What follows belongs to an exercise in optimizing a design on an open flow for small area, a short achievable clock period and few clock cycles; a production flow would make more cautious choices. Where RTL was checked, it was by simulation tests only, not by an equivalence proof against the original. Function not checked in run 6: the RTL went through the layout flow alone. Power is estimated from default activity; no workload was simulated.

$ cat design.v
`timescale 1ns/1ps
`default_nettype none
module ex_decode (
    input  wire logic [6:0] i_opcode,
    input  wire logic [2:0] i_funct3,
    input  wire logic       i_funct7_b5,
    output logic            o_is_op,
    output logic            o_is_opimm,
    output logic            o_is_lui,
    output logic            o_is_auipc,
    output logic            o_is_jal,
    output logic            o_is_jalr,
    output logic            o_is_br,      
    output logic            o_illegal,
    output logic            o_a_rs1,      
    output logic            o_a_pc,       
    output logic            o_b_rs2,      
    output logic            o_sub,        
    output logic            o_cmp_imm     
);
    logic br_opc;
    assign o_is_op    = (i_opcode == 7'b0110011);
    assign o_is_opimm = (i_opcode == 7'b0010011);
    assign o_is_lui   = (i_opcode == 7'b0110111);
    assign o_is_auipc = (i_opcode == 7'b0010111);
    assign o_is_jal   = (i_opcode == 7'b1101111);
    assign o_is_jalr  = (i_opcode == 7'b1100111);
    assign br_opc     = (i_opcode == 7'b1100011);
    assign o_is_br    = br_opc && (i_funct3[2:1] != 2'b01);
    assign o_illegal  = !(o_is_op || o_is_opimm || o_is_lui || o_is_auipc ||
                          o_is_jal || o_is_jalr || o_is_br);
    assign o_a_rs1   = !i_opcode[3] && (i_opcode[2] == i_opcode[6]);
    assign o_a_pc    = ((i_opcode[2] != i_opcode[6]) || i_opcode[3]) &&
                       !(i_opcode[5] && !i_opcode[6]);
    assign o_b_rs2   = i_opcode[5] && !i_opcode[6] && !i_opcode[2];
    assign o_sub     = o_b_rs2 && i_funct7_b5 && (i_funct3 == 3'b000);
    assign o_cmp_imm = !i_opcode[5];
endmodule
`default_nettype wire
`timescale 1ns/1ps
`default_nettype none
module ex_alu (
    input  wire logic             i_a_rs1,
    input  wire logic             i_a_pc,
    input  wire logic             i_b_rs2,
    input  wire logic             i_sub,
    input  wire logic             i_cmp_imm,
    input  wire logic [2:0]       i_funct3,
    input  wire logic             i_funct7_b5,
    input  wire logic [32-1:0] i_rs1_val,
    input  wire logic [32-1:0] i_rs2_val,
    input  wire logic [32-1:0] i_pc,
    input  wire logic [32-1:0] i_imm,
    input  wire logic [32-1:0] i_pred_addr,
    output logic [32-1:0]      o_sum,       
    output logic [32-1:0]      o_p,         
    output logic [32-1:0]      o_g,         
    output logic                  o_sum_ne,    
    output logic [32-1:0]      o_shr,       
    output logic                  o_cond       
);
    logic [32-1:0] a;
    logic [32-1:0] b;
    logic [32-1:0] ne_bits;
    logic [32-1:0] cb;
    logic             geu;
    logic             ltu;
    logic             lt;
    logic             eq;
    logic             left;
    logic [32-1:0] sh_in;
    logic             fill;
    assign a = ({32{i_a_rs1}} & i_rs1_val) | ({32{i_a_pc}} & i_pc);
    assign b = i_b_rs2 ? i_rs2_val : i_imm;
    ex_add u_add (
        .i_a  (a),
        .i_b  (i_sub ? ~b : b),
        .i_cin(i_sub),
        .o_p  (o_p),
        .o_g  (o_g),
        .o_sum(o_sum)
    );
    always_comb begin
        ne_bits[0] = o_p[0] ^ i_pred_addr[0];
        for (int i = 1; i < 32; i++)
            ne_bits[i] = o_p[i] ^ i_pred_addr[i] ^ (o_g[i-1] || (o_p[i-1] && !i_pred_addr[i-1]));
    end
    assign o_sum_ne = |ne_bits;
    assign cb = i_cmp_imm ? i_imm : i_rs2_val;
    ex_cmp u_cmp (
        .i_x  (i_rs1_val),
        .i_y  (cb),
        .o_geu(geu),
        .o_eq (eq)
    );
    assign ltu = !geu;
    assign lt  = ltu ^ i_rs1_val[32-1] ^ cb[32-1];
    always_comb begin
        case (i_funct3[2:1])
            2'b00:   o_cond = eq ^ i_funct3[0];
            2'b01:   o_cond = i_funct3[0] ? ltu : lt;
            2'b10:   o_cond = lt ^ i_funct3[0];
            default: o_cond = ltu ^ i_funct3[0];
        endcase
    end
    always_comb begin
        left = !i_funct3[2];
        for (int i = 0; i < 32; i++)
            sh_in[i] = left ? i_rs1_val[32-1-i] : i_rs1_val[i];
    end
    assign fill = i_funct7_b5 && i_rs1_val[32-1] && !left;
    ex_shr u_shr (
        .i_val  (sh_in),
        .i_shamt(b[5-1:0]),
        .i_fill (fill),
        .o_val  (o_shr)
    );
endmodule
module ex_add (
    input  wire logic [32-1:0] i_a,
    input  wire logic [32-1:0] i_b,
    input  wire logic             i_cin,
    output logic [32-1:0]      o_p,       
    output logic [32-1:0]      o_g,       
    output logic [32-1:0]      o_sum
);
    localparam int L = 5;     
    logic [32-1:0] g [0:L];
    logic [32-1:0] t [0:L];
    always_comb begin
        o_p  = i_a ^ i_b;
        o_g  = i_a & i_b;
        g[0] = o_g;
        t[0] = o_p;
        g[0][0] = o_g[0] | (o_p[0] & i_cin);
        for (int l = 0; l < L; l++) begin
            for (int i = 0; i < 32; i++) begin
                if (i[l]) begin
                    g[l+1][i] = g[l][i] | (t[l][i] & g[l][((i >> l) << l) - 1]);
                    t[l+1][i] = t[l][i] & t[l][((i >> l) << l) - 1];
                end else begin
                    g[l+1][i] = g[l][i];
                    t[l+1][i] = t[l][i];
                end
            end
        end
        o_sum = o_p ^ {g[L][32-2:0], i_cin};
    end
endmodule
module ex_cmp (
    input  wire logic [32-1:0] i_x,
    input  wire logic [32-1:0] i_y,
    output logic                  o_geu,
    output logic                  o_eq
);
    localparam int L = 5;     
    logic [32-1:0] gt [0:L];
    logic [32-1:0] e  [0:L];
    always_comb begin
        gt[0] = i_x & ~i_y;
        e[0]  = ~(i_x ^ i_y);
        for (int l = 0; l < L; l++) begin
            for (int i = 0; i < (32 >> (l + 1)); i++) begin
                gt[l+1][i] = gt[l][2*i+1] | (e[l][2*i+1] & gt[l][2*i]);
                e[l+1][i]  = e[l][2*i+1] & e[l][2*i];
            end
            for (int i = (32 >> (l + 1)); i < 32; i++) begin
                gt[l+1][i] = 1'b0;
                e[l+1][i]  = 1'b0;
            end
        end
        o_geu = gt[L][0] | e[L][0];
        o_eq  = e[L][0];
    end
endmodule
module ex_shr (
    input  wire logic [32-1:0]    i_val,
    input  wire logic [5-1:0] i_shamt,
    input  wire logic                i_fill,
    output logic [32-1:0]         o_val
);
    logic [2*32-1:0] ext;
    assign ext   = {{32{i_fill}}, i_val};
    assign o_val = ext[i_shamt +: 32];
endmodule
`default_nettype wire
`timescale 1ns/1ps
`default_nettype none
module ex_branch (
    input  wire logic             i_taken,
    input  wire logic [32-1:0] i_target,     
    input  wire logic             i_target_ne,  
    input  wire logic [32-1:0] i_pc,
    input  wire logic [32-1:0] i_pred_addr,
    output logic [32-1:0]      o_pc_plus4,
    output logic [32-1:0]      o_next_pc,
    output logic                  o_mispredict
);
    localparam int N = 32 - 2;
    localparam int L = 5;     
    logic [N-1:0] all [0:L];
    always_comb begin
        all[0] = i_pc[32-1:2];
        for (int l = 0; l < L; l++)
            for (int i = 0; i < N; i++)
                all[l+1][i] = (i[l] && ((i >> l) << l) >= 1) ?
                              all[l][i] & all[l][((i >> l) << l) - 1] : all[l][i];
        o_pc_plus4 = {i_pc[32-1:2] ^ {all[L][N-2:0], 1'b1}, i_pc[1:0]};
    end
    assign o_next_pc    = i_taken ? i_target : o_pc_plus4;
    assign o_mispredict = i_taken ? i_target_ne : (o_pc_plus4 != i_pred_addr);
endmodule
`default_nettype wire
`timescale 1ns/1ps
`default_nettype none
module ex_result (
    input  wire logic             i_clk,
    input  wire logic             i_resetn,
    input  wire logic             i_req,
    input  wire logic [32-1:0] i_result,
    input  wire logic             i_rd_we,
    input  wire logic             i_illegal,
    input  wire logic [32-1:0] i_next_pc,
    input  wire logic             i_mispredict,
    output logic                  o_ack,
    output logic [32-1:0]      o_result,
    output logic                  o_rd_we,
    output logic [32-1:0]      o_next_pc,
    output logic                  o_mispredict,
    output logic                  o_illegal
);
    logic             ack_q;
    logic [32-1:0] result_q;
    logic             rd_we_q;
    logic [32-1:0] next_pc_q;
    logic             mispredict_q;
    logic             illegal_q;
    always_ff @(posedge i_clk) begin
        if (!i_resetn) ack_q <= 1'b0;
        else           ack_q <= i_req;
    end
    always_ff @(posedge i_clk) begin
        if (!ack_q) begin
            result_q     <= i_result;
            rd_we_q      <= i_rd_we;
            next_pc_q    <= i_next_pc;
            mispredict_q <= i_mispredict;
            illegal_q    <= i_illegal;
        end
    end
    assign o_ack        = ack_q;
    assign o_result     = result_q;
    assign o_rd_we      = rd_we_q;
    assign o_next_pc    = next_pc_q;
    assign o_mispredict = mispredict_q;
    assign o_illegal    = illegal_q;
endmodule
`default_nettype wire
`timescale 1ns/1ps
`default_nettype none
module ex_unit (
    input  wire logic             i_clk,
    input  wire logic             i_resetn,
    input  wire logic             i_req,
    input  wire logic [6:0]       i_opcode,
    input  wire logic [2:0]       i_funct3,
    input  wire logic             i_funct7_b5,
    input  wire logic [32-1:0] i_rs1_val,
    input  wire logic [32-1:0] i_rs2_val,
    input  wire logic [32-1:0] i_pc,
    input  wire logic [32-1:0] i_imm,
    input  wire logic [32-1:0] i_pred_addr,
    output wire logic             o_ack,
    output wire logic [32-1:0] o_result,
    output wire logic             o_rd_we,
    output wire logic [32-1:0] o_next_pc,
    output wire logic             o_mispredict,
    output wire logic             o_illegal
);
    logic             is_op;
    logic             is_opimm;
    logic             is_lui;
    logic             is_auipc;
    logic             is_jal;
    logic             is_jalr;
    logic             is_br;
    logic             illegal;
    logic             a_rs1;
    logic             a_pc;
    logic             b_rs2;
    logic             sub;
    logic             cmp_imm;
    logic [32-1:0] sum;
    logic             sum_ne;
    logic [32-1:0] shr;
    logic [32-1:0] p;
    logic [32-1:0] g;
    logic             cond;
    logic             taken;
    logic [32-1:0] pc_plus4;
    logic [32-1:0] next_pc;
    logic             mispredict;
    logic             alu;
    logic             sel_sum;
    logic             sel_sll;
    logic             sel_srl;
    logic             sel_p;
    logic             sel_g;
    logic             sel_cond;
    logic [32-1:0] result;
    ex_decode u_decode (
        .i_opcode   (i_opcode),
        .i_funct3   (i_funct3),
        .i_funct7_b5(i_funct7_b5),
        .o_is_op    (is_op),
        .o_is_opimm (is_opimm),
        .o_is_lui   (is_lui),
        .o_is_auipc (is_auipc),
        .o_is_jal   (is_jal),
        .o_is_jalr  (is_jalr),
        .o_is_br    (is_br),
        .o_illegal  (illegal),
        .o_a_rs1    (a_rs1),
        .o_a_pc     (a_pc),
        .o_b_rs2    (b_rs2),
        .o_sub      (sub),
        .o_cmp_imm  (cmp_imm)
    );
    ex_alu u_alu (
        .i_a_rs1    (a_rs1),
        .i_a_pc     (a_pc),
        .i_b_rs2    (b_rs2),
        .i_sub      (sub),
        .i_cmp_imm  (cmp_imm),
        .i_funct3   (i_funct3),
        .i_funct7_b5(i_funct7_b5),
        .i_rs1_val  (i_rs1_val),
        .i_rs2_val  (i_rs2_val),
        .i_pc       (i_pc),
        .i_imm      (i_imm),
        .i_pred_addr(i_pred_addr),
        .o_sum      (sum),
        .o_p        (p),
        .o_g        (g),
        .o_sum_ne   (sum_ne),
        .o_shr      (shr),
        .o_cond     (cond)
    );
    assign taken = is_jal || is_jalr || (is_br && cond);
    ex_branch u_branch (
        .i_taken     (taken),
        .i_target    (sum),
        .i_target_ne (sum_ne),
        .i_pc        (i_pc),
        .i_pred_addr (i_pred_addr),
        .o_pc_plus4  (pc_plus4),
        .o_next_pc   (next_pc),
        .o_mispredict(mispredict)
    );
    assign alu       = is_op || is_opimm;
    assign sel_sum   = (alu && i_funct3 == 3'b000) || is_auipc || is_lui;
    assign sel_sll   = alu && i_funct3 == 3'b001;
    assign sel_srl   = alu && i_funct3 == 3'b101;
    assign sel_p     = alu && i_funct3[2] && !i_funct3[0];
    assign sel_g     = alu && i_funct3[2] && i_funct3[1];
    assign sel_cond  = (alu && i_funct3[2:1] == 2'b01) || is_br;
    always_comb begin
        for (int i = 0; i < 32; i++)
            result[i] = (sel_sum   && sum[i])            ||
                        (sel_sll   && shr[32-1-i])    ||
                        (sel_srl   && shr[i])            ||
                        (sel_p     && p[i])              ||
                        (sel_g     && g[i])              ||
                        ((is_jal || is_jalr) && pc_plus4[i]);
        result[0] = result[0] || (sel_cond && cond);
    end
    ex_result u_result (
        .i_clk       (i_clk),
        .i_resetn    (i_resetn),
        .i_req       (i_req),
        .i_result    (result),
        .i_rd_we     (!illegal && !is_br),
        .i_illegal   (illegal),
        .i_next_pc   (next_pc),
        .i_mispredict(mispredict),
        .o_ack       (o_ack),
        .o_result    (o_result),
        .o_rd_we     (o_rd_we),
        .o_next_pc   (o_next_pc),
        .o_mispredict(o_mispredict),
        .o_illegal   (o_illegal)
    );
endmodule
`default_nettype wire
$ cat constraint.sdc
create_clock -name core_clock -period 7.0 [get_ports {i_clk}]
set_input_delay 1.4000 -clock core_clock [delete_from_list [all_inputs] [get_ports {i_clk}]]
set_output_delay 1.4000 -clock core_clock [all_outputs]
set_load 0.01 [all_outputs]
$ cat standard.sh
#!/bin/bash
# synth_recipe.tcl (not shown) runs the flow's synth.tcl, then flattens the netlist and writes it again
# the make line also repeats each setting of config.mk as NAME=value (left out here)
make -C /OpenROAD-flow-scripts/flow DESIGN_CONFIG=/design/flow/config.mk WORK_HOME=/design/flow/orfs CLKGATE_MAP_FILE= SYNTH_SCRIPT=/design/flow/synth_recipe.tcl "${@:-finish}"
$ cat config.mk
export PLATFORM = sky130hd
export DESIGN_NAME = ex_unit
export DESIGN_NICKNAME = ex_unit
export VERILOG_FILES = /design/flow/design.v
export SDC_FILE = /design/flow/constraint.sdc
export NUM_CORES = 4
export LEC_CHECK = 0
export ABC_AREA = 1
export CAP_MARGIN = 20
export CORE_MARGIN = 2
export CORE_UTILIZATION = 40
export SLEW_MARGIN = 20
$ cat flow/run.sh
#!/bin/bash
# The standard layout in two calls:
#  - up to clock tree synthesis, timing repair aims for 2.6 ns of setup
#    slack (SETUP_SLACK_MARGIN), which sets how hard the placement-stage
#    repairs size and buffer the logic;
#  - the rest (global route, detailed route, finish) repairs only real
#    violations, so the routed-stage repair adds no cells to chase the
#    margin again.
# The port buffers are the smallest buffer cell (sky130_fd_sc_hd__buf_1)
# instead of the one buffer_ports picks by itself; every input and output
# port still gets its buffer. Each call's full output goes to its own log.
set -euo pipefail
export BUFFER_PORTS_ARGS="-buffer_cell sky130_fd_sc_hd__buf_1"
bash standard.sh SETUP_SLACK_MARGIN=2.6 cts > standard_to_cts.log 2>&1
bash standard.sh SETUP_SLACK_MARGIN=0 finish > standard_finish.log 2>&1
==> results of run 1 <==
[worst register-to-register path: cells and delay by family (launching register included)]
kind / cells / cell delay (ns)
DFF: 1 / 0.31
buffers and inverters: 2 / 0.69
[layout by cell type (no fill, tap or decap), drive strengths merged, types with 36 or more instances in the layout]
master | Yosys | layout
fa | 36 | 36
buf | 33 | 289
nor2 | 96 | 96
edfxtp | 67 | 67
nand2 | 551 | 553
o22ai | 36 | 36
ha | 69 | 69
nand3 | 133 | 134
nand4 | 39 | 39
o21ai | 266 | 267
inv | 246 | 248
a21oi | 57 | 57
[state kept, by name, indices dropped and copies added (netlist names)]
name and flops:
u_result.next_pc_q 32, u_result.result_q 32, u_result.ack_q 1, u_result.illegal_q 1, u_result.mispredict_q 1, u_result.rd_we_q 1
[metrics by stage]
stage	std cells	utilization (%)	worst slack, ns	cell area (µm²)
6_report	2467	48.6	2.41	13900
5_1_grt	2466	48.6	2.15	13900
4_1_cts	2466	48.6	2.53	13900
3_5_place_dp	2412	44.8	1.20	12800
3_3_place_gp	2412	44.8	1.28	12800
2_1_floorplan	1851	-	2.29	11700
[worst paths after layout]
path	cells past startpoint	end	slack, ns
worst min register to register	2	u_result.next_pc_q[30]	1.00
worst max register to register	2	u_result.result_q[11]	5.59
worst max-delay path	18	u_result.result_q[16]	2.41
worst min-delay path	2	u_result.next_pc_q[30]	1.00
[layer usage]
metal,up-vias,share of wire (%),track usage (%)
met5,-,0,0
met4,0,4.3,14.2
met3,104,10,4.91
met2,889,43,55.6
met1,6374,43,51.0
li1,6672,-,-
[cells by family after synthesis]
family,Yosys count,share of synthesized area [%]
XOR/XNOR,49,3.85
AO/OA/AOI/OAI,433,21.3
multiplexers,6,0.522
adder cells (fa/ha/maj),105,13.8
flip-flops,68,17.7
buffers and inverters,332,11.5
AND/OR/NAND/NOR,858,31.3
[cell type report]
class | count | area, µm² | area share (%)
Tap cell | 384 | 480 | 3.46
Sequential cell | 68 | 2030 | 14.6
Inverter | 247 | 952 | 6.86
Clock inverter | 7 | 98.8 | 0.712
Clock buffer | 9 | 225 | 1.62
Timing Repair Buffer | 296 | 1580 | 11.4
Multi-Input combinational cell | 1455 | 8510 | 61.3
Antenna cell | 1 | 2.50 | 0.0180
[report_power, final]
| part | switching [µW] | total [µW] | internal (µW) |
|---|---|---|---|
| registers | 5.55 | 476 | 471 |
| logic | 714 | 1070 | 359 |
| clock network | 187 | 501 | 314 |
| total | 907 | 2050 | 1140 |
[what timing repair did]
item,CTS,global route
buffers inserted,29,0
resized for setup,88,0
setup endpoints to repair,65,0
==> out/qor.txt, run 1 <==
Avg Cell Area, Syn = 6.22 µm²
grt ovf = 0
PortBufs = 241
Starting Density = 40.3%
CTS Root Cell = clkbuf_16
Die Span Y = 174 µm
num ports = 242
DRT antenna net count = 0
ys async rst share = 0%
Clock Sinks = 68
hold slack = 1.00 ns
crit path from = i_funct3[1]
crit path cell chain = buf_1 -> nor2_2 -> nand2_2 -> nor3_4 -> buf_6 -> inv_8 -> buf_4 -> o21ai_1 -> ha_1 -> a21oi_1 -> o21ai_0 -> a221oi_2 -> nand2_4 -> inv_2 -> fa_1 -> inv_1 -> a221oi_2 -> nand4_1
Seq/Total Area, Yosys = 17.7%
CP Max Fanout = 35
Vias = 14000
Rows = 62
CTS Buf Count = 9
maximum vdd ir drop = 0.169 mV
wire per inst = 22.5 µm
HPWL Detailed = 45.0 mm
Synth Instances = 1851
Synth area leaders = nand2_1 (18%), edfxtp_1 (17%), o21ai_0 (9.3%)
clock transition at the registers of the reported paths = 0.07 ns
# H-tree levels = 3
RSZ-0062 raised after global routing = no
final wirelength = 55.4 mm
min-delay src = u_result.ack_q
Max Freq = 0.218 GHz
post-synthesis register bit count = 68
slowest cell delay on critical path = 0.47 ns
Slew Viols, Final = 0
Clock Tree Buf Depth = 2
CP delay by family, top = compound AO/OA/AOI/OAI gates
die area = 30200 µm²
Total GRT Usage = 36.0%
largest net degree at the start of global routing = 70
Yosys top cell area share = 17.9%
post-route minimum period = 4.59 ns
Worst Skew = 0.0141 ns
outcome = no timing/DRC/antenna violations
Rel. slew slack = 18.2%
HP Class = reg2reg
Die Wd = 174 µm
final setup vio count = 0
post-synthesis cell area = 11500 µm²
WP data arrival = 4.65 ns
initial antenna violation count = 1
Crit-path slowest cell = fa_1
CP dominant cell by count = a221oi_2
CP required = 7.07 ns
Synth top cells by count = nand2_1 (548), inv_1 (244), o21ai_0 (215)
syn nets = 2130
Pwr Density = 148 nW/µm²
Ys Warns = 11
Layout area overhead = 20.6%
startpoint class of the critical path = input pin
first-pass iteration count of the detailed router = 6
layout cells sized above 1 = 7.25%
CP Class = in2reg
vias in the first global route = 13000
Avg Vias per Cell = 5.69
Tot Pwr = 2050 µW
number of buffers and inverters on the critical path = 6
DRT iter0 DRCs = 1653
worst flop-to-flop path startpoint = u_result.ack_q
setup TNS = 0 ns
Hold Buf Count CTS = 0
routability cong. = 1.03
predominant post-synthesis flop cell = edfxtp_1
FILL cells = 3105
crit end category = flop
Nets = 2356
first-pass GRT wire length = 81.0 mm
Worst-Skew Late Latency = 0.35 ns
post-synth top area cell = nand2_1
number of flops mapped to enable cells by yosys = 67
final worst path period share = 65.5%
Core Box Area = 28500 µm²
Leak = 0.00643 µW
DRC = 0
CTS tree = yes
Worst-Margin Slew = 1.22 ns
final hold vios = 0
number of max-cap violations = 0
Synth cell types = 55
cell with the most instances after synthesis = nand2_1
Testbench counts, summed over its fixed seeds: cycles 48,000.
==> run 2, diff against run 1 <==
--- a/config.mk
+++ b/config.mk
@@ -9,4 +9,4 @@
 export CAP_MARGIN = 20
 export CORE_MARGIN = 2
-export CORE_UTILIZATION = 40
+export CORE_UTILIZATION = 45
 export SLEW_MARGIN = 20
==> out/qor.txt, run 2 <==
outcome = no timing/DRC/antenna violations
first-pass GRT wire length = 76.5 mm (-5.6%)
clock transition at the registers of the reported paths = 0.07 ns (about the same)
initial antenna violation count = 0 (-1)
DRT iter0 DRCs = 1888 (+14%)
RSZ-0062 raised after global routing = no
CP dominant cell by count = nand2_1
DRT antenna net count = 0 (unchanged)
slowest cell delay on critical path = 0.30 ns (-0.17 ns)
CP required = 7.03 ns (-0.04 ns)
Leak = 0.00631 µW (-1.9%)
Avg Vias per Cell = 5.87 (+3.2%)
CTS tree = yes
grt ovf = 0 (unchanged)
Tot Pwr = 2000 µW (-2.4%)
post-synthesis register bit count = 68 (unchanged)
Ys Warns = 11 (unchanged)
crit path cell chain = clkbuf_16 -> buf_4 -> o21ai_0 -> ha_1 -> nand2_1 -> nor2_1 -> nand4_1 -> nor2_1 -> nand2_1 -> nand2_1 -> nor2_1 -> nand2_1 -> a21boi_0 -> nand3_1 -> nand3_1 -> nand3_4 -> nand2_8 -> buf_4 -> o21ai_0
commonest non-fill, non-tap cell in the layout = nand2_1
CP Max Fanout = 40 (+14%)
Worst-Margin Slew = 1.21 ns (-0.0120 ns)
syn nets = 2130 (unchanged)
num ports = 242 (unchanged)
final worst path period share = 64.8% (-0.76 points)
PortBufs = 241 (unchanged)
Largest regs = u_result.next_pc_q: 32 flops, u_result.result_q: 32 flops
Clock Sinks = 68 (unchanged)
Pwr Density = 147 nW/µm² (-0.55%)
Clock Tree Buf Depth = 2 (unchanged)
cell with the most instances after synthesis = nand2_1
Synth area leaders = nand2_1 (18%), edfxtp_1 (17%), o21ai_0 (9.3%)
Layout area overhead = 18.3%
Total GRT Usage = 38.8% (+2.7 points)
placed cell areas = 12700 µm² (-0.41%)
Die Wd = 164 µm (-5.6%)
CP Class = in2reg
WP data arrival = 4.57 ns (-0.08 ns)
# H-tree levels = 3 (unchanged)
startpoint class of the critical path = input pin
DRC = 0 (unchanged)
HPWL Detailed = 43.3 mm (-3.8%)
final setup vio count = 0 (unchanged)
Seq/Total Area, Yosys = 17.7% (unchanged)
post-synthesis cell area = 11500 µm² (unchanged)
Die Span Y = 164 µm (-5.6%)
die area = 26900 µm² (-11%)
number of flops mapped to enable cells by yosys = 67 (unchanged)
ys async rst share = 0% (unchanged)
wire per inst = 21.9 µm (-2.6%)
Nets = 2349 (-0.30%)
maximum vdd ir drop = 0.154 mV (-9.0%)
Max Freq = 0.221 GHz (+1.2%)
Synth Instances = 1851 (unchanged)
most frequent cells in the layout = nand2_1 (541), inv_1 (240), buf_1 (235)
Crit-path slowest cell = ha_1
Worst Skew = 0.0102 ns (-0.00391 ns)
number of max-cap violations = 0 (unchanged)
routability cong. = 1.02 (-0.73%)
final wirelength = 52.6 mm (-5.1%)
Design Area, Final = 13600 µm² (-1.9%)
CTS Root Cell = clkbuf_16
layout cells sized above 1 = 7.28% (+0.024 points)
number of buffers and inverters on the critical path = 3 (-3)
Avg Cell Area, Syn = 6.22 µm² (unchanged)
Core Box Area = 25200 µm² (-12%)
Diodes inserted = 0 (-1)
Synth top cells by count = nand2_1 (548), inv_1 (244), o21ai_0 (215)
Starting Density = 45.7% (+5.4 points)
largest net degree at the start of global routing = 70 (unchanged)
first-pass iteration count of the detailed router = 6 (unchanged)
post-synth top area cell = nand2_1
Yosys top cell area share = 17.9% (unchanged)
CTS Buf Count = 9 (unchanged)
crit end category = flop
predominant post-synthesis flop cell = edfxtp_1
post-route minimum period = 4.53 ns (-0.0533 ns)
vias in the first global route = 12400 (-4.3%)
Rows = 58 (-6.5%)
Slew Viols, Final = 0 (unchanged)
Worst-Skew Late Latency = 0.34 ns (about the same)
Synth cell types = 55 (unchanged)
Rel. slew slack = 19.0% (+0.80 points)
CP delay by family, top = simple AND/OR/NAND/NOR gates
final hold vios = 0 (unchanged)
setup TNS = 0 ns (unchanged)
Vias = 14100 (+0.60%)
HP Class = reg2reg
-- run 2: cell counts after synthesis --
Identical to the previous run, type by type.
-- run 2: final timing paths --
check	start	endpoint	slack, ns	cells after the start
setup / recovery	i_opcode[5]	u_result.next_pc_q[19]	2.47	19
hold reg to reg	u_result.ack_q	u_result.result_q[26]	1.01	2
hold / removal	u_result.ack_q	u_result.result_q[26]	1.01	2
setup reg to reg	u_result.ack_q	u_result.next_pc_q[7]	5.58	2
-- run 2: timing repair --
action                                  4_1_cts  5_1_grt
buffers inserted                             22        0
hold buffers                                  0        0
hold endpoints to repair                      0        0
gates resized for setup                      88        0
endpoints found under the setup margin       64        0
-- run 2: final cells by class --
class / instances / area (µm²)
clock buffer: 9 / 225
sequential: 68 / 2030
timing repair inverter: 3 / 26.3
timing repair buffer: 286 / 1330
inverter: 247 / 971
fill: 2680 / 11600
multi-input combinational: 1455 / 8540
clock inverter: 7 / 82.6
tap: 330 / 413
-- run 2: cells by family after synthesis --
group                      count (synthesis)  share of synthesized area (%)
and+or+nand+nor                          858                           31.3
AOI/OAI and AO/OA                        433                           21.3
buffers and inverters                    332                           11.5
adders and majority gates                105                           13.8
DFF                                       68                           17.7
xor gates and xnor gates                  49                           3.85
muxes                                      6                          0.522
-- run 2: layer usage --
metal / wire length, µm / GRT usage (%) / part of all wire, %
met2: 21900 / 57.8 / 42
met3: 5970 / 6.72 / 11
met5: 0 / 0 / 0
met1: 22300 / 55.2 / 42
met4: 2430 / 16.3 / 4.6
-- run 2: power breakdown --
group / total (µW) / switching, µW / internal [µW]
Combinational: 1060 / 706 / 349
Sequential: 476 / 5.70 / 470
Clock: 470 / 188 / 282
-- run 2: through the flow --
step,util [%],setup WS (ns),instances,hold WS (ns)
floorplan,-,2.29,1851,1.49
global placement,50.5,1.19,2360,1.01
detailed placement,50.5,1.15,2360,1.01
CTS,54.1,2.60,2405,1.02
global route,54.1,2.11,2405,1.08
finish,54.1,2.47,2405,1.01
-- run 2: worst register-to-register path, delay by kind of cell (launching register included) --
family                 cells  cell delay [ns]
buffers and inverters      2             0.69
DFF                        1             0.32
==> run 3, diff against run 2 <==
--- a/flow/run.sh
+++ b/flow/run.sh
@@ -1,5 +1,5 @@
 #!/bin/bash
 # The standard layout in two calls:
-#  - up to clock tree synthesis, timing repair aims for 2.6 ns of setup
+#  - up to clock tree synthesis, timing repair aims for 2.9 ns of setup
 #    slack (SETUP_SLACK_MARGIN), which sets how hard the placement-stage
 #    repairs size and buffer the logic;
@@ -12,4 +12,4 @@
 set -euo pipefail
 export BUFFER_PORTS_ARGS="-buffer_cell sky130_fd_sc_hd__buf_1"
-bash standard.sh SETUP_SLACK_MARGIN=2.6 cts > standard_to_cts.log 2>&1
+bash standard.sh SETUP_SLACK_MARGIN=2.9 cts > standard_to_cts.log 2>&1
 bash standard.sh SETUP_SLACK_MARGIN=0 finish > standard_finish.log 2>&1
==> out/qor.txt, run 3 <==
outcome = no timing/DRC/antenna violations
DRT antenna net count = 0 (unchanged)
Rows = 58 (unchanged)
commonest non-fill, non-tap cell in the layout = nand2_1
post-synthesis register bit count = 68 (unchanged)
Core Box Area = 25200 µm² (unchanged)
maximum vdd ir drop = 0.157 mV (+1.8%)
met1 GRT Util = 56.0% (+0.88 points)
grt met3 use = 7.60% (+0.88 points)
Leak = 0.00679 µW (+7.6%)
CP Class = in2reg
CTS Buf Count = 9 (unchanged)
crit end category = flop
Synth top cells by count = nand2_1 (548), inv_1 (244), o21ai_0 (215)
Pwr Density = 143 nW/µm² (-2.7%)
Hold EP = u_result.result_q[29]
Synth cell types = 55 (unchanged)
largest net degree at the start of global routing = 70 (unchanged)
first-pass GRT wire length = 80.4 mm (+5.1%)
final hold vios = 0 (unchanged)
Starting Density = 45.7% (unchanged)
Die Span Y = 164 µm (unchanged)
post-synth top area cell = nand2_1
FF-to-FF setup slack = 5.57 ns (about the same)
CP delay by family, top = simple AND/OR/NAND/NOR gates
Clock Sinks = 68 (unchanged)
Setup WS post-layout = 2.61 ns (+0.140 ns)
final worst path period share = 62.8% (-2.0 points)
CTS tree = yes
crit path cell chain = buf_2 -> nor2_4 -> nand2_2 -> nor3_4 -> buf_12 -> buf_12 -> xnor2_4 -> ha_4 -> a21oi_2 -> o21ai_2 -> nand2_1 -> nand2_2 -> nand2_2 -> a21oi_4 -> nand3_2 -> nand2_4 -> inv_2 -> fa_1 -> inv_1 -> a221oi_2 -> nand4_1
Vias = 14400 (+2.0%)
DRC = 0 (unchanged)
Clock Tree Buf Depth = 2 (unchanged)
routability cong. = 1.00 (-2.0%)
Avg Vias per Cell = 5.87 (about the same)
slowest cell delay on critical path = 0.47 ns (+0.17 ns)
Worst-Skew Late Latency = 0.34 ns (about the same)
grt ovf = 0 (unchanged)
post-synthesis cell area = 11500 µm² (unchanged)
Total GRT Usage = 40.7% (+1.9 points)
cell with the most instances after synthesis = nand2_1
post-route minimum period = 4.39 ns (-0.140 ns)
number of flops mapped to enable cells by yosys = 67 (unchanged)
# H-tree levels = 3 (unchanged)
CTS Root Cell = clkbuf_16
final wirelength = 54.9 mm (+4.4%)
syn nets = 2130 (unchanged)
Synth Instances = 1851 (unchanged)
setup TNS = 0 ns (unchanged)
HPWL Detailed = 44.0 mm (+1.6%)
clock transition at the registers of the reported paths = 0.06 ns (about the same)
Slew Viols, Final = 0 (unchanged)
GR peak layer = met2
WHS Path Cells = 2 (unchanged)
initial antenna violation count = 3 (+3)
Worst Skew = 0.00993 ns (-0.000255 ns)
CP required = 7.08 ns (+0.05 ns)
Synth area leaders = nand2_1 (18%), edfxtp_1 (17%), o21ai_0 (9.3%)
number of max-cap violations = 0 (unchanged)
num ports = 242 (unchanged)
most frequent cells in the layout = nand2_1 (531), inv_1 (237), buf_1 (234)
met2 Resource Use GR = 60.9% (+3.2 points)
Ys Warns = 11 (unchanged)
DRT iter0 DRCs = 1787 (-5.3%)
die area = 26900 µm² (unchanged)
vias in the first global route = 13300 (+6.9%)
Inst Count DP = 2364 (+0.17%)
post-place setup slack = 1.22 ns (+0.0667 ns)
RSZ-0062 raised after global routing = no
first-pass iteration count of the detailed router = 6 (unchanged)
worst flop-to-flop path startpoint = u_result.ack_q
PortBufs = 241 (unchanged)
final setup vio count = 0 (unchanged)
number of buffers and inverters on the critical path = 5 (+2)
min-delay src = u_result.ack_q
Hold Buf Count CTS = 0 (unchanged)
startpoint class of the critical path = input pin
reg2reg end = u_result.result_q[7]
Layout area overhead = 29.2%
Seq/Total Area, Yosys = 17.7% (unchanged)
Avg Cell Area, Syn = 6.22 µm² (unchanged)
Util after Layout = 59.1% (+5.0 points)
Worst-Margin Slew = 1.20 ns (-0.0174 ns)
Max Freq = 0.228 GHz (+3.2%)
post-route insts no fill = 2456 (+2.1%)
Nets = 2398 (+2.1%)
HP Class = reg2reg
WP data arrival = 4.47 ns (-0.10 ns)
layout cells sized above 1 = 12.6% (+5.3 points)
Largest regs = u_result.next_pc_q: 32 flops, u_result.result_q: 32 flops
Yosys top cell area share = 17.9% (unchanged)
Crit-path slowest cell = fa_1
Rel. slew slack = 20.2% (+1.2 points)
wire per inst = 22.4 µm (+2.2%)
ys async rst share = 0% (unchanged)
CP dominant cell by count = nand2_2
CP Max Fanout = 6 (-85%)
predominant post-synthesis flop cell = edfxtp_1
Die Wd = 164 µm (unchanged)
R2R depth = 2 (unchanged)
-- run 3: cells by family after synthesis --
logic type	count (synthesis)	synth area share (%)
AOI/OAI and AO/OA	433	21.3
xor gates and xnor gates	49	3.85
adders and majority gates	105	13.8
buffers and inverters	332	11.5
DFF	68	17.7
muxes	6	0.522
and+or+nand+nor	858	31.3
-- run 3: metal layers --
metal	share of wire [%]	vias to the layer above
li1	-	6757
met1	41	6539
met2	41	974
met3	12	140
met4	5.9	0
met5	0	-
-- run 3: how the worst max path moves through the flow --
stage	startpoint	end	cells after the start
5_1_grt	i_funct3[1]	u_result.next_pc_q[31]	23
2_1_floorplan	i_opcode[6]	u_result.result_q[16]	25
3_3_place_gp	i_opcode[6]	u_result.result_q[16]	22
6_report	i_funct3[1]	u_result.result_q[16]	21
3_5_place_dp	i_opcode[6]	u_result.result_q[16]	22
4_1_cts	i_opcode[6]	u_result.result_q[16]	21
-- run 3: report_power, final --
| group | total, µW | switching [µW] | internal (µW) |
|---|---|---|---|
| registers | 475 | 5.07 | 470 |
| logic | 1180 | 752 | 428 |
| clock network | 472 | 191 | 281 |
-- run 3: repair_timing --
item,CTS,global route
buffers inserted,59,0
endpoints found under the setup margin,65,0
gates resized for setup,230,0
-- run 3: cell type report --
| class | instances | area, µm² |
|---|---|---|
| antenna | 2 | 5.00 |
| clock buffer | 9 | 225 |
| clock inverter | 7 | 80.1 |
| fill | 2478 | 10300 |
| inverter | 247 | 963 |
| multi-input combinational | 1455 | 9070 |
| sequential | 68 | 2030 |
| tap | 330 | 413 |
| timing repair buffer | 337 | 2070 |
| timing repair inverter | 1 | 8.76 |
-- run 3: worst min-delay path, delay by kind of cell, from the launching register on --
| kind | cells | cell delay [ns] |
|---|---|---|
| flip-flops | 1 | 0.34 |
| buffers and inverters | 2 | 0.39 |
-- run 3: through the flow --
stage / total power (µW) / instance area [µm²] / hold WS, ns
global route: 2240 / 14900 / 1.10
floorplan: 1140 / 11800 / 1.49
global placement: 1460 / 12900 / 1.01
detailed placement: 1460 / 12900 / 1.03
finish: 2130 / 14900 / 1.02
CTS: 2080 / 14900 / 1.04
==> run 4, diff against run 3 <==
--- a/flow/run.sh
+++ b/flow/run.sh
@@ -1,5 +1,5 @@
 #!/bin/bash
 # The standard layout in two calls:
-#  - up to clock tree synthesis, timing repair aims for 2.9 ns of setup
+#  - up to clock tree synthesis, timing repair aims for 2.3 ns of setup
 #    slack (SETUP_SLACK_MARGIN), which sets how hard the placement-stage
 #    repairs size and buffer the logic;
@@ -12,4 +12,4 @@
 set -euo pipefail
 export BUFFER_PORTS_ARGS="-buffer_cell sky130_fd_sc_hd__buf_1"
-bash standard.sh SETUP_SLACK_MARGIN=2.9 cts > standard_to_cts.log 2>&1
+bash standard.sh SETUP_SLACK_MARGIN=2.3 cts > standard_to_cts.log 2>&1
 bash standard.sh SETUP_SLACK_MARGIN=0 finish > standard_finish.log 2>&1
==> out/qor.txt, run 4 <==
setup TNS = 0 ns (unchanged)
outcome = no timing/DRC/antenna violations
die area = 26900 µm² (unchanged)
CP Class = in2reg
DRC = 0 (unchanged)
Yosys top cell area share = 17.9% (unchanged)
Leak = 0.00619 µW (-8.8%)
Avg Cell Area, Syn = 6.22 µm² (unchanged)
CTS Buf Count = 9 (unchanged)
CTS Root Cell = clkbuf_16
post-synth top area cell = nand2_1
HP Class = reg2reg
post-synthesis register bit count = 68 (unchanged)
Total GRT Usage = 38.9% (-1.8 points)
largest net degree at the start of global routing = 70 (unchanged)
PortBufs = 241 (unchanged)
DRT antenna net count = 0 (unchanged)
final wirelength = 52.6 mm (-4.2%)
Rel. slew slack = 23.0% (+2.9 points)
Seq/Total Area, Yosys = 17.7% (unchanged)
GR peak layer = met2
met2 Resource Use GR = 59.1% (-1.8 points)
Worst Skew = 0.00835 ns (-0.00158 ns)
commonest non-fill, non-tap cell in the layout = nand2_1
Core Box Area = 25200 µm² (unchanged)
CP Max Fanout = 32 (+26)
Max Freq = 0.204 GHz (-10%)
WP data arrival = 4.97 ns (+0.50 ns)
CP required = 7.08 ns (about the same)
vias in the first global route = 12300 (-7.5%)
num ports = 242 (unchanged)
layout cells sized above 1 = 4.97% (-7.6 points)
final setup vio count = 0 (unchanged)
Crit-path slowest cell = o21ai_0
most frequent cells in the layout = nand2_1 (545), inv_1 (240), buf_1 (237)
Die Span Y = 164 µm (unchanged)
RSZ-0062 raised after global routing = no
first-pass iteration count of the detailed router = 6 (unchanged)
Clock Tree Buf Depth = 2 (unchanged)
maximum vdd ir drop = 0.139 mV (-12%)
Pwr Density = 147 nW/µm² (+2.9%)
Synth cell types = 55 (unchanged)
# H-tree levels = 3 (unchanged)
FILL cells = 2664 (+7.5%)
CTS tree = yes
Worst-Margin Slew = 1.15 ns (-0.0428 ns)
final worst path period share = 69.9% (+7.1 points)
clock transition at the registers of the reported paths = 0.07 ns (about the same)
grt ovf = 0 (unchanged)
Starting Density = 45.7% (unchanged)
ys async rst share = 0% (unchanged)
DRT iter0 DRCs = 1862 (+4.2%)
first-pass GRT wire length = 76.4 mm (-5.0%)
Clock Sinks = 68 (unchanged)
hold slack = 1.03 ns (+0.0128 ns)
Avg Vias per Cell = 5.83 (-0.66%)
wire per inst = 22.1 µm (-1.3%)
slowest cell delay on critical path = 0.76 ns (+0.29 ns)
grt met3 use = 5.81% (-1.8 points)
Die Wd = 164 µm (unchanged)
Nets = 2327 (-3.0%)
startpoint class of the critical path = input pin
initial antenna violation count = 1 (-2)
Largest regs = u_result.next_pc_q: 32 flops, u_result.result_q: 32 flops
cell with the most instances after synthesis = nand2_1
Rows = 58 (unchanged)
Synth area leaders = nand2_1 (18%), edfxtp_1 (17%), o21ai_0 (9.3%)
post-synthesis cell area = 11500 µm² (unchanged)
predominant post-synthesis flop cell = edfxtp_1
syn nets = 2130 (unchanged)
Ys Warns = 11 (unchanged)
post-route minimum period = 4.89 ns (+0.500 ns)
crit end category = flop
routability cong. = 1.01 (+0.22%)
met1 GRT Util = 56.2% (+0.16 points)
Hold Buf Count CTS = 0 (unchanged)
number of flops mapped to enable cells by yosys = 67 (unchanged)
final hold vios = 0 (unchanged)
Layout area overhead = 15.5%
Synth top cells by count = nand2_1 (548), inv_1 (244), o21ai_0 (215)
number of max-cap violations = 0 (unchanged)
crit path cell chain = buf_2 -> inv_4 -> a21oi_1 -> o21ai_4 -> buf_4 -> o21ai_0 -> ha_1 -> a21oi_1 -> o21ai_0 -> a221oi_1 -> nand2_4 -> inv_2 -> fa_1 -> inv_1 -> a221oi_2 -> nand4_1
Synth Instances = 1851 (unchanged)
Slew Viols, Final = 0 (unchanged)
Worst-Skew Late Latency = 0.34 ns (about the same)
HPWL Detailed = 43.8 mm (-0.47%)
Vias = 13900 (-3.6%)
Diodes inserted = 0 (-2)
[run 4: per-stage QoR]
stage | instance area (µm²) | util, % | power, µW | setup WS [ns] | instances
finish | 13300 | 52.8 | 1960 | 2.11 | 2383
global route | 13300 | 52.8 | 2070 | 1.90 | 2383
CTS | 13300 | 52.8 | 1930 | 2.20 | 2383
detailed placement | 12700 | 50.4 | 1440 | 1.17 | 2360
global placement | 12700 | 50.4 | 1440 | 1.22 | 2360
floorplan | 11600 | - | 1130 | 2.27 | 1851
[run 4: worst paths after layout]
check                 start                    end  slack [ns]  cells past startpoint
max reg2reg  u_result.ack_q  u_result.next_pc_q[2]        5.55                      2
max             i_opcode[2]  u_result.result_q[16]        2.11                     16
min          u_result.ack_q  u_result.result_q[26]        1.03                      2
min reg2reg  u_result.ack_q  u_result.result_q[26]        1.03                      2
[run 4: power breakdown]
part / switching (µW) / total, µW / internal, µW / leakage (µW)
registers: 5.74 / 476 / 470 / 0.000751
clock network: 188 / 469 / 281 / 0.000143
logic: 683 / 1010 / 327 / 0.00529
total: 877 / 1960 / 1080 / 0.00619
[run 4: kinds of logic after synthesis]
logic type | synth area share (%)
and+or+nand+nor | 31.3
AOI/OAI and AO/OA | 21.3
buffers and inverters | 11.5
adders and majority gates | 13.8
DFF | 17.7
xor gates and xnor gates | 3.85
muxes | 0.522
[run 4: worst max-delay path, delay by kind of cell]
family | cells | cell delay [ns]
buf+inv | 5 | 0.58
compound gates | 7 | 1.90
simple gates | 2 | 0.30
fa+ha+maj | 2 | 0.79
[run 4: final cells by class]
cell class | instances | area (µm²) | area share (%)
clock buffers | 9 | 225 | 1.69
clock inverters | 7 | 80.1 | 0.603
inverters | 247 | 937 | 7.05
multi-input cells | 1452 | 8350 | 62.8
flip-flops and latches | 68 | 2030 | 15.3
well taps | 330 | 413 | 3.11
repair buffers | 270 | 1260 | 9.45
[run 4: layer usage]
metal	vias up	share of wire [%]	wire length (µm)
met5	-	0.030	16
met4	2	3.7	1950
met3	94	11	5780
met2	880	43	22400
met1	6318	43	22500
li1	6596	-	-
[run 4: timing repair]
| item | in CTS | in global routing |
|---|---|---|
| gates resized for setup | 46 | 0 |
| hold endpoints to repair | 0 | 0 |
| setup buffers | 4 | 0 |
| setup endpoints to repair | 61 | 0 |
==> run 5, diff against run 4 <==
--- a/flow/run.sh
+++ b/flow/run.sh
@@ -1,5 +1,5 @@
 #!/bin/bash
 # The standard layout in two calls:
-#  - up to clock tree synthesis, timing repair aims for 2.3 ns of setup
+#  - up to clock tree synthesis, timing repair aims for 2.0 ns of setup
 #    slack (SETUP_SLACK_MARGIN), which sets how hard the placement-stage
 #    repairs size and buffer the logic;
@@ -12,4 +12,4 @@
 set -euo pipefail
 export BUFFER_PORTS_ARGS="-buffer_cell sky130_fd_sc_hd__buf_1"
-bash standard.sh SETUP_SLACK_MARGIN=2.3 cts > standard_to_cts.log 2>&1
+bash standard.sh SETUP_SLACK_MARGIN=2.0 cts > standard_to_cts.log 2>&1
 bash standard.sh SETUP_SLACK_MARGIN=0 finish > standard_finish.log 2>&1
==> out/qor.txt, run 5 <==
final wirelength = 51.8 mm (-1.4%)
num ports = 242 (unchanged)
Clock Sinks = 68 (unchanged)
Synth cell types = 55 (unchanged)
slowest cell delay on critical path = 0.42 ns (-0.34 ns)
CP dominant cell by count = nand2_1
Avg Vias per Cell = 5.78 (-0.81%)
Worst Skew = 0.00852 ns (+0.000176 ns)
outcome = no timing/DRC/antenna violations
Slew Viols, Final = 0 (unchanged)
Largest regs = u_result.next_pc_q: 32 flops, u_result.result_q: 32 flops
Worst-Skew Late Latency = 0.34 ns (about the same)
RSZ-0062 raised after global routing = no
Die Span Y = 164 µm (unchanged)
Hold Buf Count CTS = 0 (unchanged)
final worst path period share = 73.7% (+3.9 points)
post-synthesis cell area = 11500 µm² (unchanged)
routability cong. = 0.995 (-1.1%)
crit end category = flop
final hold vios = 0 (unchanged)
PortBufs = 241 (unchanged)
Crit-path slowest cell = o21ai_0
HPWL Detailed = 43.4 mm (-0.72%)
CTS Buf Count = 9 (unchanged)
crit path cell chain = clkbuf_8 -> buf_4 -> o21ai_0 -> ha_1 -> nand2_1 -> nor2_1 -> nand4_1 -> nor2_1 -> nand2_1 -> nand2_1 -> nor2_1 -> nand2_1 -> nand2_1 -> nand3_1 -> nand2_1 -> nand2_1 -> nand3_1 -> nand3_1 -> nand2_4 -> buf_4 -> o21ai_0
Yosys top cell area share = 17.9% (unchanged)
ys async rst share = 0% (unchanged)
number of max-cap violations = 0 (unchanged)
Hold EP = u_result.result_q[28]
Rows = 58 (unchanged)
# H-tree levels = 3 (unchanged)
startpoint class of the critical path = input pin
grt ovf = 0 (unchanged)
first-pass iteration count of the detailed router = 6 (unchanged)
Synth Instances = 1851 (unchanged)
WHS Path Cells = 2 (unchanged)
Seq/Total Area, Yosys = 17.7% (unchanged)
Starting Density = 45.7% (unchanged)
commonest non-fill, non-tap cell in the layout = nand2_1
Synth top cells by count = nand2_1 (548), inv_1 (244), o21ai_0 (215)
Core Box Area = 25200 µm² (unchanged)
clock transition at the registers of the reported paths = 0.06 ns (about the same)
Nets = 2334 (+0.30%)
Ys Warns = 11 (unchanged)
CP required = 7.07 ns (about the same)
Die Wd = 164 µm (unchanged)
post-synthesis register bit count = 68 (unchanged)
cell with the most instances after synthesis = nand2_1
setup TNS = 0 ns (unchanged)
layout cells sized above 1 = 4.71% (-0.26 points)
Util after Layout = 52.3% (-0.45 points)
FF-to-FF setup slack = 5.56 ns (about the same)
syn nets = 2130 (unchanged)
Clock Tree Buf Depth = 2 (unchanged)
die area = 26900 µm² (unchanged)
WP data arrival = 5.23 ns (+0.26 ns)
FILL cells = 2671 (+0.26%)
initial antenna violation count = 1 (unchanged)
CTS Root Cell = clkbuf_16
final setup vio count = 0 (unchanged)
R2R depth = 2 (unchanged)
wire per inst = 21.7 µm (-1.8%)
post-route minimum period = 5.16 ns (+0.270 ns)
Worst-Margin Slew = 1.01 ns (-0.140 ns)
number of flops mapped to enable cells by yosys = 67 (unchanged)
Vias = 13800 (-0.48%)
reg2reg end = u_result.next_pc_q[6]
vias in the first global route = 12400 (+1.0%)
HP Class = reg2reg
Synth area leaders = nand2_1 (18%), edfxtp_1 (17%), o21ai_0 (9.3%)
Pwr Density = 148 nW/µm² (+0.32%)
Avg Cell Area, Syn = 6.22 µm² (unchanged)
Layout area overhead = 14.5%
post-synth top area cell = nand2_1
CTS tree = yes
largest net degree at the start of global routing = 70 (unchanged)
most frequent cells in the layout = nand2_1 (547), inv_1 (241), buf_1 (238)
Leak = 0.00615 µW (-0.66%)
DRT antenna net count = 0 (unchanged)
Rel. slew slack = 31.8% (+8.8 points)
CP Max Fanout = 37 (+16%)
first-pass GRT wire length = 75.7 mm (-0.93%)
min-delay src = u_result.ack_q
maximum vdd ir drop = 0.144 mV (+4.1%)
predominant post-synthesis flop cell = edfxtp_1
post-route insts no fill = 2391 (+0.34%)
Total GRT Usage = 38.3% (-0.56 points)
Tot Pwr = 1940 µW (-0.54%)
Inst Count DP = 2366 (+0.25%)
worst flop-to-flop path startpoint = u_result.ack_q
DRT iter0 DRCs = 1682 (-9.7%)
DRC = 0 (unchanged)
CP Class = in2reg
Max Freq = 0.194 GHz (-5.2%)
run 5: cell count changes in the layout (fill, tap and decap cells not counted), sizes merged:
cell and change:
clkinvlp +1, bufbuf -2, diode +1, nand2 -1, buf +9
run 5: final cells by class:
| type | instances | area [µm²] | share of cell area [%] |
|---|---|---|---|
| multi-input cells | 1451 | 8280 | 62.8 |
| flip-flops and latches | 68 | 2030 | 15.4 |
| repair buffers | 277 | 1210 | 9.17 |
| inverters | 247 | 930 | 7.06 |
| well taps | 330 | 413 | 3.13 |
| clock buffers | 9 | 225 | 1.71 |
| clock inverters | 7 | 82.6 | 0.627 |
| repair inverters | 1 | 7.51 | 0.0570 |
| diodes | 1 | 2.50 | 0.0190 |
run 5: critical path, delay by kind of cell:
kind | cells | cell delay, ns
AO/OA/AOI/OAI | 2 | 0.55
adder cells (fa/ha/maj) | 1 | 0.30
AND/OR/NAND/NOR | 15 | 2.15
buffers and inverters | 3 | 0.77
run 5: per-layer routing:
layer	up-vias	wire length [µm]	GRT usage (%)
li1	6604	-	-
met1	6231	22500	55.0
met2	884	20700	55.9
met3	105	6030	7.30
met4	0	2560	16.3
met5	-	0	0
run 5: repair_timing:
action / CTS / global route
setup endpoints to repair: 57 / 0
resized for setup: 26 / 0
setup buffers: 6 / 0
run 5: how the worst max path moves through the flow:
stage	start	end
after global routing	i_funct3[1]	u_result.result_q[28]
after detailed placement	i_opcode[5]	u_result.result_q[16]
after CTS	i_opcode[5]	u_result.next_pc_q[13]
after floorplan	i_opcode[2]	u_result.result_q[16]
final	i_opcode[5]	u_result.next_pc_q[13]
after global placement	i_opcode[5]	u_result.result_q[16]
run 5: power by group:
part / internal [µW] / switching [µW] / total (µW)
clock: 282 / 189 / 471
sequential: 470 / 5.94 / 476
combinational: 321 / 676 / 997
run 5: logic make-up (layout without fill, tap and decap cells):
logic type,Yosys count,in the layout,synth area share [%]
adder cells (fa/ha/maj),105,105,13.8
AND/OR/NAND/NOR,858,858,31.3
XOR/XNOR,49,49,3.85
buffers and inverters,332,541,11.5
flip-flops,68,68,17.7
other,0,1,0
multiplexers,6,6,0.522
AO/OA/AOI/OAI,433,433,21.3
run 5: metrics by stage:
stage                     area [µm²]  hold WS, ns  worst slack (ns)
after detailed placement       12700         1.01             0.692
after floorplan                11500         1.49              2.04
after global routing           13200         1.09              1.55
final                          13200         1.01              1.84
after CTS                      13200         1.03              2.02
after global placement         12700         1.01             0.821
==> run 6, diff against run 5 <==
--- a/design.v
+++ b/design.v
@@ -128,4 +128,7 @@
     logic [32-1:0] g [0:L];
     logic [32-1:0] t [0:L];
+    logic [32-1:0] ge;
+    logic [32-1:0] gb;
+    logic [32-1:0] tb;
     always_comb begin
         o_p  = i_a ^ i_b;
@@ -136,7 +139,7 @@
         for (int l = 0; l < L; l++) begin
             for (int i = 0; i < 32; i++) begin
-                if (i[l]) begin
-                    g[l+1][i] = g[l][i] | (t[l][i] & g[l][((i >> l) << l) - 1]);
-                    t[l+1][i] = t[l][i] & t[l][((i >> l) << l) - 1];
+                if (i >= (1 << l)) begin
+                    g[l+1][i] = g[l][i] | (t[l][i] & g[l][i - (1 << l)]);
+                    t[l+1][i] = t[l][i] & t[l][i - (1 << l)];
                 end else begin
                     g[l+1][i] = g[l][i];
--- a/flow/run.sh
+++ b/flow/run.sh
@@ -1,5 +1,5 @@
 #!/bin/bash
 # The standard layout in two calls:
-#  - up to clock tree synthesis, timing repair aims for 2.0 ns of setup
+#  - up to clock tree synthesis, timing repair aims for 2.6 ns of setup
 #    slack (SETUP_SLACK_MARGIN), which sets how hard the placement-stage
 #    repairs size and buffer the logic;
@@ -12,4 +12,4 @@
 set -euo pipefail
 export BUFFER_PORTS_ARGS="-buffer_cell sky130_fd_sc_hd__buf_1"
-bash standard.sh SETUP_SLACK_MARGIN=2.0 cts > standard_to_cts.log 2>&1
+bash standard.sh SETUP_SLACK_MARGIN=2.6 cts > standard_to_cts.log 2>&1
 bash standard.sh SETUP_SLACK_MARGIN=0 finish > standard_finish.log 2>&1
==> out/qor.txt, run 6 <==
outcome = no timing/DRC/antenna violations
Yosys top cell area share = 17.7% (-0.17 points)
Clock Sinks = 68 (unchanged)
Nets = 2408 (+3.2%)
CP dominant cell by count = nand2_1
post-synthesis cell area = 11800 µm² (+2.8%)
syn nets = 2199 (+3.2%)
maximum vdd ir drop = 0.150 mV (+3.8%)
final hold vios = 0 (unchanged)
final setup vio count = 0 (unchanged)
Starting Density = 45.7% (-0.051 points)
Avg Cell Area, Syn = 6.15 µm² (-1.1%)
die area = 27600 µm² (+2.7%)
crit end category = flop
wire per inst = 22.3 µm (+3.0%)
WP data arrival = 4.63 ns (-0.60 ns)
Util after Layout = 53.4% (+1.1 points)
Crit-path slowest cell = or2_2
commonest non-fill, non-tap cell in the layout = nand2_1
number of max-cap violations = 0 (unchanged)
Synth top cells by count = nand2_1 (558), inv_1 (231), o21ai_0 (171)
post-synth top area cell = nand2_1
PortBufs = 241 (unchanged)
Worst-Skew Late Latency = 0.35 ns (about the same)
# H-tree levels = 3 (unchanged)
final worst path period share = 65.0% (-8.8 points)
Synth cell types = 55 (unchanged)
CP Max Fanout = 30 (-19%)
CP required = 7.08 ns (about the same)
post-synthesis register bit count = 68 (unchanged)
FILL cells = 2710 (+1.5%)
number of buffers and inverters on the critical path = 5 (+2)
post-route minimum period = 4.55 ns (-0.614 ns)
DRT iter0 DRCs = 1910 (+14%)
Leak = 0.00633 µW (+2.9%)
R2R depth = 2 (unchanged)
routability cong. = 1.02 (+3.0%)
num ports = 242 (unchanged)
Pwr Density = 150 nW/µm² (+1.7%)
post-place setup slack = 1.15 ns (+0.459 ns)
worst flop-to-flop path startpoint = u_result.ack_q
Synth Instances = 1924 (+3.9%)
DRC = 0 (unchanged)
Seq/Total Area, Yosys = 17.2% (-0.48 points)
Synth area leaders = nand2_1 (18%), edfxtp_1 (17%), inv_1 (7.3%)
grt ovf = 0 (unchanged)
CTS Root Cell = clkbuf_16
Avg Vias per Cell = 5.89 (+1.9%)
Max Freq = 0.220 GHz (+13%)
first-pass GRT wire length = 80.4 mm (+6.3%)
Die Wd = 166 µm (+1.3%)
FF-to-FF setup slack = 5.56 ns (about the same)
CP Class = in2reg
vias in the first global route = 13100 (+5.6%)
Setup WS post-layout = 2.45 ns (+0.614 ns)
most frequent cells in the layout = nand2_1 (550), buf_1 (236), inv_1 (228)
Rel. slew slack = 42.5% (+11 points)
Rows = 59 (+1.7%)
min-delay src = u_result.ack_q
Layout area overhead = 16.9%
crit path from = i_opcode[2]
Ys Warns = 11 (unchanged)
Worst-Margin Slew = 0.863 ns (-0.149 ns)
Hold EP = u_result.next_pc_q[29]
crit path cell chain = buf_2 -> inv_2 -> nand3_4 -> buf_4 -> buf_12 -> o21ai_2 -> buf_12 -> xor2_2 -> ha_4 -> a21oi_1 -> nand2_1 -> a21oi_2 -> o21ai_2 -> nand2_1 -> nand2_2 -> nand3_1 -> nand2_1 -> nand2_1 -> nand2_1 -> or2_2 -> nand3_1 -> nand4_1
CP delay by family, top = simple AND/OR/NAND/NOR gates
Clock Tree Buf Depth = 2 (unchanged)
Die Span Y = 166 µm (+1.3%)
Core Box Area = 25900 µm² (+2.9%)
footprint of the multi-input gates = 8830 µm² (+6.7%)
initial antenna violation count = 0 (-1)
final wirelength = 55.2 mm (+6.5%)
slowest cell delay on critical path = 0.30 ns (-0.12 ns)
WHS Path Cells = 2 (unchanged)
Diodes inserted = 0 (-1)
Largest regs = u_result.next_pc_q: 32 flops, u_result.result_q: 32 flops
setup TNS = 0 ns (unchanged)
HP Class = reg2reg
largest net degree at the start of global routing = 68 (-2.9%)
HPWL Detailed = 45.6 mm (+5.0%)
Slew Viols, Final = 0 (unchanged)
cell with the most instances after synthesis = nand2_1
reg2reg end = u_result.result_q[2]
CTS tree = yes
Storage cell area = 2030 µm² (unchanged)
DRT antenna net count = 0 (unchanged)
ys async rst share = 0% (unchanged)
number of flops mapped to enable cells by yosys = 67 (unchanged)
Total GRT Usage = 38.8% (+0.46 points)
CTS Buf Count = 9 (unchanged)
startpoint class of the critical path = input pin
clock transition at the registers of the reported paths = 0.07 ns (about the same)
Worst Skew = 0.00930 ns (+0.000772 ns)
layout cells sized above 1 = 6.41% (+1.7 points)
first-pass iteration count of the detailed router = 9 (+3)
predominant post-synthesis flop cell = edfxtp_1
RSZ-0062 raised after global routing = no
Vias = 14600 (+5.4%)
run 6: cell count changes after synthesis, sizes merged, moves of 9 or more:
cell,before,now
a211oi,2,29
a21oi,57,102
nand2,551,564
nand3,133,101
nand4,39,30
nor2,96,154
o21ai,266,253
xor2,34,44
run 6: logic make-up (layout without fill, tap and decap cells):
family,after synthesis,in the layout,share of synthesized area (%)
AOI/OAI and AO/OA,490,490,23.8
xor gates and xnor gates,52,52,3.85
adders and majority gates,101,101,12.7
buffers and inverters,323,533,11.0
DFF,68,68,17.2
muxes,6,6,0.508
and+or+nand+nor,884,888,31.0
run 6: timing repair:
action,4_1_cts,5_1_grt
setup endpoints to repair,63,0
resized for setup,75,0
buffers inserted,14,0
hold buffers,0,0
run 6: final cells by class:
class,instances,area share (%)
clock buffers,9,1.63
clock inverters,7,0.597
inverters,240,6.56
multi-input cells,1537,63.8
flip-flops and latches,68,14.7
well taps,335,3.03
repair buffers,277,9.70
run 6: per-layer routing:
metal  wire, µm  share of wire [%]  track usage, %  up-vias
met5          0                  0               0        -
met4       2840                5.1            17.1        0
met3       6100                 11            5.79      120
met2      23100                 42            58.4      951
met1      23100                 42            55.1     6606
li1           -                  -               -     6895
run 6: report_power, final:
part	switching (µW)	internal (µW)	leakage [µW]	total, µW
Sequential	5.18	470	0.000751	475
Clock	204	282	0.000145	486
Combinational	760	355	0.00543	1110
run 6: worst max path at each step:
stage                                         to  slack [ns]  depth (start not counted)
final                      u_result.result_q[26]        2.45                         22
after global routing       u_result.result_q[28]        2.25                         27
after CTS                  u_result.result_q[26]        2.57                         19
after detailed placement   u_result.next_pc_q[1]        1.15                         21
after global placement     u_result.next_pc_q[1]        1.14                         21
after floorplan           u_result.next_pc_q[26]        2.61                         23
run 6: per-stage QoR:
step / total power [µW] / hold slack [ns] / std cells / instance area [µm²]
finish: 2080 / 1.03 / 2473 / 13800
global route: 2190 / 1.11 / 2473 / 13800
CTS: 2040 / 1.05 / 2473 / 13800
detailed placement: 1510 / 1.03 / 2436 / 13000
global placement: 1510 / 1.01 / 2436 / 13000
floorplan: 1170 / 1.49 / 1924 / 11900
run 6: worst register-to-register path, stage by stage, from the launching register on:
cell and delay, ns:
dfxtp_1 0.32, inv_2 0.04, buf_4 0.65

## separate check: timing with driven ports
Ports are ideal in the flow. The routed layouts listed here were re-timed in OpenROAD.
Step 1 (the two cells are an assumption about what drives the block):
set clk [get_ports {i_clk}]
set_driving_cell -lib_cell sky130_fd_sc_hd__clkbuf_16 $clk
set_driving_cell -lib_cell sky130_fd_sc_hd__buf_2 [delete_from_list [all_inputs] $clk]
Step 2, shift: input delay + t, output delay - t, t = (earliest + latest rising clock arrival at the registers) / 2. This alone moves slack from input paths to output paths.
Slacks: ideal / step 1 / step 2; pairs: ideal / step 1.
run	t, ns	setup slack, ns	hold WS [ns]	worst setup path after step 2
run 1	0.379	2.414 / 2.428 / 2.049	1.003 / 1.003 / 1.003	input to register
run 2	0.372	2.467 / 2.460 / 2.088	1.010 / 1.010 / 1.010	input to register
run 3	0.374	2.607 / 2.581 / 2.207	1.017 / 1.017 / 1.017	input to register
run 4	0.376	2.108 / 2.118 / 1.742	1.029 / 1.029 / 1.029	input to register
run 5	0.378	1.838 / 1.834 / 1.456	1.012 / 1.012 / 1.012	input to register
run 6	0.398	2.452 / 2.481 / 2.084	1.027 / 1.027 / 1.027	input to register
After both steps every run listed still meets setup and hold. For run 3, which loses most, drivers alone change the setup slack by -0.026 ns; drivers and shift together by -0.400 ns.
